From an optimization exercise on the open Yosys and OpenROAD flow, aimed at small area; shortcuts taken in it are not production practice.
Function was checked by simulation only, so behaviour that the tests miss may differ from the original.
The clock port is modelled as an ideal driver; clocking choices that lean on that would not hold on a real chip.

run E:
==> module com_accumulator, before the edit <==
module com_accumulator (
  input  logic        clk_pixel,
  input  logic        sys_rst,
  input  logic        mark,        
  input  logic        new_frame,
  input  logic [10:0] hcount,
  input  logic [9:0]  vcount,
  output logic [10:0] x_com,
  output logic [9:0]  y_com,
  output logic        com_valid
);
  localparam logic [5:0] X_STEPS = 6'd11;
  localparam logic [6:0] LAST    = 7'd84;  
  logic [31:0] x_sum;    
  logic [30:0] y_sum;
  logic [21:0] count_n;  
  logic        x_carry;  
  logic        y_carry;  
  logic        busy;
  logic [6:0]  step;       
  logic        lo_carry;
  logic [10:0] lo_diff;
  logic [10:0] hi_diff;
  logic        hi_carry;   
  logic        lo_carry_q;
  logic        mark_add;
  logic        last;
  logic        clear;
  logic        sel_shift;
  logic        sel_add;
  logic        sel_sub;
  logic        sel_keep;
  logic [31:0] x_add;
  logic [30:0] y_add;
  logic        load;
  logic        keep;
  logic [10:0] h_add;
  logic [9:0]  v_add;
  logic [11:0] x_lo;
  logic        x_lo_co;
  logic [19:0] x_hi;
  logic [10:0] y_lo;
  logic        y_lo_co;
  logic [19:0] y_hi;
  logic        q_bit;
  assign mark_add = mark && !busy;
  assign h_add = mark_add ? hcount : '0;
  assign v_add = mark_add ? vcount : '0;
  rc_add #(.W(11)) x_lo_i (.a(x_sum[10:0]), .b(h_add), .ci(1'b0),
                           .s(x_lo[10:0]), .co(x_lo[11]));
  assign x_lo_co = x_lo[11] & x_sum[11];
  rc_inc #(.W(20)) x_hi_i (.a(x_sum[31:12]), .ci(x_carry), .s(x_hi), .co());
  rc_add #(.W(10)) y_lo_i (.a(y_sum[9:0]), .b(v_add), .ci(1'b0),
                           .s(y_lo[9:0]), .co(y_lo[10]));
  assign y_lo_co = y_lo[10] & y_sum[10];
  rc_inc #(.W(20)) y_hi_i (.a(y_sum[30:11]), .ci(y_carry), .s(y_hi), .co());
  rc_add #(.W(11)) div_lo_i (.a(x_sum[20:10]), .b(count_n[10:0]), .ci(1'b1),
                             .s(lo_diff), .co(lo_carry));
  rc_add #(.W(11)) div_hi_i (.a(x_sum[31:21]), .b(count_n[21:11]), .ci(lo_carry_q),
                             .s(hi_diff), .co(hi_carry));
  assign q_bit    = ((step[6:1] < X_STEPS) || step[6]) && hi_carry;
  assign last  = (step == LAST);
  assign clear = sys_rst || (busy && last);
  assign sel_shift = busy && step[0] && !clear;
  assign sel_add   = !(busy && step[0]) && !clear;
  assign sel_sub   = sel_shift && q_bit;
  assign sel_keep  = sel_shift && !q_bit;
  assign x_add     = {x_hi, x_lo[11] ^ x_sum[11], x_lo[10:0]};
  assign y_add     = {y_hi, y_lo[10] ^ y_sum[10], y_lo[9:0]};
  always_ff @(posedge clk_pixel) begin
    x_sum[31:11] <= ({hi_diff[9:0], lo_diff} & {21{sel_sub}})
                  | (x_sum[30:10] & {21{sel_keep}})
                  | (x_add[31:11] & {21{sel_add}});
    x_sum[10:0]  <= ({x_sum[9:0], y_sum[30]} & {11{sel_shift}})
                  | (x_add[10:0] & {11{sel_add}});
    y_sum        <= ({y_sum[29:0], q_bit} & {31{sel_shift}})
                  | (y_add & {31{sel_add}});
    if (clear) begin
      count_n <= '1;
      x_carry <= 1'b0;
      y_carry <= 1'b0;
    end else begin
      x_carry <= x_lo_co;
      y_carry <= y_lo_co;
      count_n <= count_n - 22'(mark_add);
    end
  end
  always_ff @(posedge clk_pixel) begin
    lo_carry_q <= lo_carry;
  end
  always_ff @(posedge clk_pixel) begin
    if (sys_rst) begin
      busy <= 1'b0;
      step <= '0;
    end else if (busy) begin
      busy <= !last;
      step <= last ? '0 : step + 1'b1;
    end else begin
      busy <= new_frame && (count_n != '1);
      step <= '0;
    end
  end
  assign load = busy && last && !sys_rst;
  assign keep = !(busy && last) && !sys_rst;
  always_ff @(posedge clk_pixel) begin
    x_com     <= (x_sum[10:0] & {11{load}}) | (x_com & {11{keep}});
    y_com     <= (y_sum[9:0] & {10{load}}) | (y_com & {10{keep}});
    com_valid <= load;
  end
endmodule
==> flow/config.mk <==
export PLATFORM = sky130hd
export DESIGN_NAME = color_tracker
export DESIGN_NICKNAME = color_tracker
export VERILOG_FILES = /design/flow/design.v
export SDC_FILE = /design/flow/constraint.sdc
export NUM_CORES = 4
export LEC_CHECK = 0
export CAP_MARGIN = 20
export CORE_MARGIN = 2
export CORE_UTILIZATION = 40
export CTS_BUF_LIST = sky130_fd_sc_hd__clkbuf_8
export CTS_CLUSTER_DIAMETER = 80
export CTS_CLUSTER_SIZE = 16
export PLACE_DENSITY = 0.6
export SLEW_MARGIN = 20
export SYNTH_HIERARCHICAL = 1
==> flow/constraint.sdc <==
create_clock -name core_clock -period 6.7 [get_ports {clk_pixel}]
set_input_delay 1.3400 -clock core_clock [delete_from_list [all_inputs] [get_ports {clk_pixel}]]
set_output_delay 1.3400 -clock core_clock [all_outputs]
set_load 0.01 [all_outputs]
standard.sh (not shown) runs the stock make flow with config.mk's settings and CLKGATE_MAP_FILE= SYNTH_SCRIPT=/design/flow/synth_recipe.tcl, a recipe that flattens the netlist after the stock synthesis.
==> flow/flow/run.sh <==
#!/bin/bash
# The standard layout (standard synthesis and ORFS flow), with two changes:
# the port buffers use the smallest buffer cell instead of the default pick,
# and after the post-placement repair and after clock tree synthesis, cells on
# paths with slack are downsized.
set -uo pipefail
export BUFFER_PORTS_ARGS="-buffer_cell sky130_fd_sc_hd__buf_1"
export POST_RESIZE_TCL="$PWD/flow/recover.tcl"
export POST_CTS_TCL="$PWD/flow/recover_cts.tcl"
bash standard.sh finish > standard_flow.log 2>&1
==> flow/flow/recover.tcl <==
# after global placement and its design repair: give back area on paths with
# timing slack by downsizing cells
puts "recover: area before [sta::format_area [rsz::design_area] 0]"
repair_timing -recover_power 100 -verbose
puts "recover: area after [sta::format_area [rsz::design_area] 0]"
==> flow/flow/recover_cts.tcl <==
# after clock tree synthesis and its timing repair: give back area on paths
# with timing slack by downsizing cells, then legalize the placement again
puts "recover: area before [sta::format_area [rsz::design_area] 0]"
estimate_parasitics -placement
repair_timing -recover_power 100 -verbose
detailed_placement
check_placement -verbose
puts "recover: area after [sta::format_area [rsz::design_area] 0]"
> inputs changed (run E -> run D)
--- a/flow/design.v
+++ b/flow/design.v
@@ -321,12 +321,6 @@
   logic        mark_add;
   logic        last;
   logic        clear;
-  logic        sel_shift;
-  logic        sel_add;
-  logic        sel_sub;
-  logic        sel_keep;
-  logic [31:0] x_add;
-  logic [30:0] y_add;
   logic        load;
   logic        keep;
   logic [10:0] h_add;
@@ -337,6 +331,7 @@
   logic [10:0] y_lo;
   logic        y_lo_co;
   logic [19:0] y_hi;
+  logic [20:0] rem_next;
   logic        q_bit;
   assign mark_add = mark && !busy;
   assign h_add = mark_add ? hcount : '0;
@@ -354,27 +349,22 @@
   rc_add #(.W(11)) div_hi_i (.a(x_sum[31:21]), .b(count_n[21:11]), .ci(lo_carry_q),
                              .s(hi_diff), .co(hi_carry));
   assign q_bit    = ((step[6:1] < X_STEPS) || step[6]) && hi_carry;
+  assign rem_next = q_bit ? {hi_diff[9:0], lo_diff} : x_sum[30:10];
   assign last  = (step == LAST);
   assign clear = sys_rst || (busy && last);
-  assign sel_shift = busy && step[0] && !clear;
-  assign sel_add   = !(busy && step[0]) && !clear;
-  assign sel_sub   = sel_shift && q_bit;
-  assign sel_keep  = sel_shift && !q_bit;
-  assign x_add     = {x_hi, x_lo[11] ^ x_sum[11], x_lo[10:0]};
-  assign y_add     = {y_hi, y_lo[10] ^ y_sum[10], y_lo[9:0]};
   always_ff @(posedge clk_pixel) begin
-    x_sum[31:11] <= ({hi_diff[9:0], lo_diff} & {21{sel_sub}})
-                  | (x_sum[30:10] & {21{sel_keep}})
-                  | (x_add[31:11] & {21{sel_add}});
-    x_sum[10:0]  <= ({x_sum[9:0], y_sum[30]} & {11{sel_shift}})
-                  | (x_add[10:0] & {11{sel_add}});
-    y_sum        <= ({y_sum[29:0], q_bit} & {31{sel_shift}})
-                  | (y_add & {31{sel_add}});
     if (clear) begin
+      x_sum   <= '0;
+      y_sum   <= '0;
       count_n <= '1;
       x_carry <= 1'b0;
       y_carry <= 1'b0;
+    end else if (busy && step[0]) begin
+      x_sum <= {rem_next, x_sum[9:0], y_sum[30]};
+      y_sum <= {y_sum[29:0], q_bit};
     end else begin
+      x_sum   <= {x_hi, x_lo[11] ^ x_sum[11], x_lo[10:0]};
+      y_sum   <= {y_hi, y_lo[10] ^ y_sum[10], y_lo[9:0]};
       x_carry <= x_lo_co;
       y_carry <= y_lo_co;
       count_n <= count_n - 22'(mark_add);
--- outcome ---
Per the comparison of run D with run E, synthesized-area fraction occupied by ao, oa, aoi and oai cells decreased 0.34 points; clock skew increased 11 ps.
Going from run E to run D, final area climbed 1.6%; routability-driven placement congestion ratio climbed about 4.5%; number of buffers and inverters on the critical path climbed 1.
The share of the clock period used by the worst path after layout of run D exceeds that of run E by 0.58 points.
Run D against run E; area after synthesis is up slightly.
Changes observed in run D relative to run E: share of synthesized area occupied by flip-flops and latches -0.84 points; area growth from synthesis to layout -0.31 points.
Relative to run E, the maximum clock frequency measured on run D has decreased slightly.
Maximum number of pins on one net before global-route repair: run D and run E compared, lower one is run E
Run D — total length of routed met3 wires 39 um lower, run E as reference
Looking at met1 track utilization from global routing, run D sits 1.2 points lower than run E does.
Routed wire in run D totals more than in run E.

## what the ideal ports hide
The flow's constraints put no driver on any port. The routed layouts listed below were extracted and timed again, unchanged, in two steps. Step 1 assumes that a clkbuf_16 drives the clock port and a buf_2 every other input. Step 2 also shifts input and output timing later by t, the mid clock arrival at the registers, as if the neighbouring blocks saw the same clock. Slacks: no drivers / after step 1 / after step 2; pairs: no drivers / after step 1.
run	t (ns)	slack for setup (ns)	worst setup path at the end
run E	0.641	0.403 / 0.403 / 0.403	register to register
run D	0.625	0.364 / 0.364 / 0.364	register to register
After both steps every run listed still meets setup and hold.
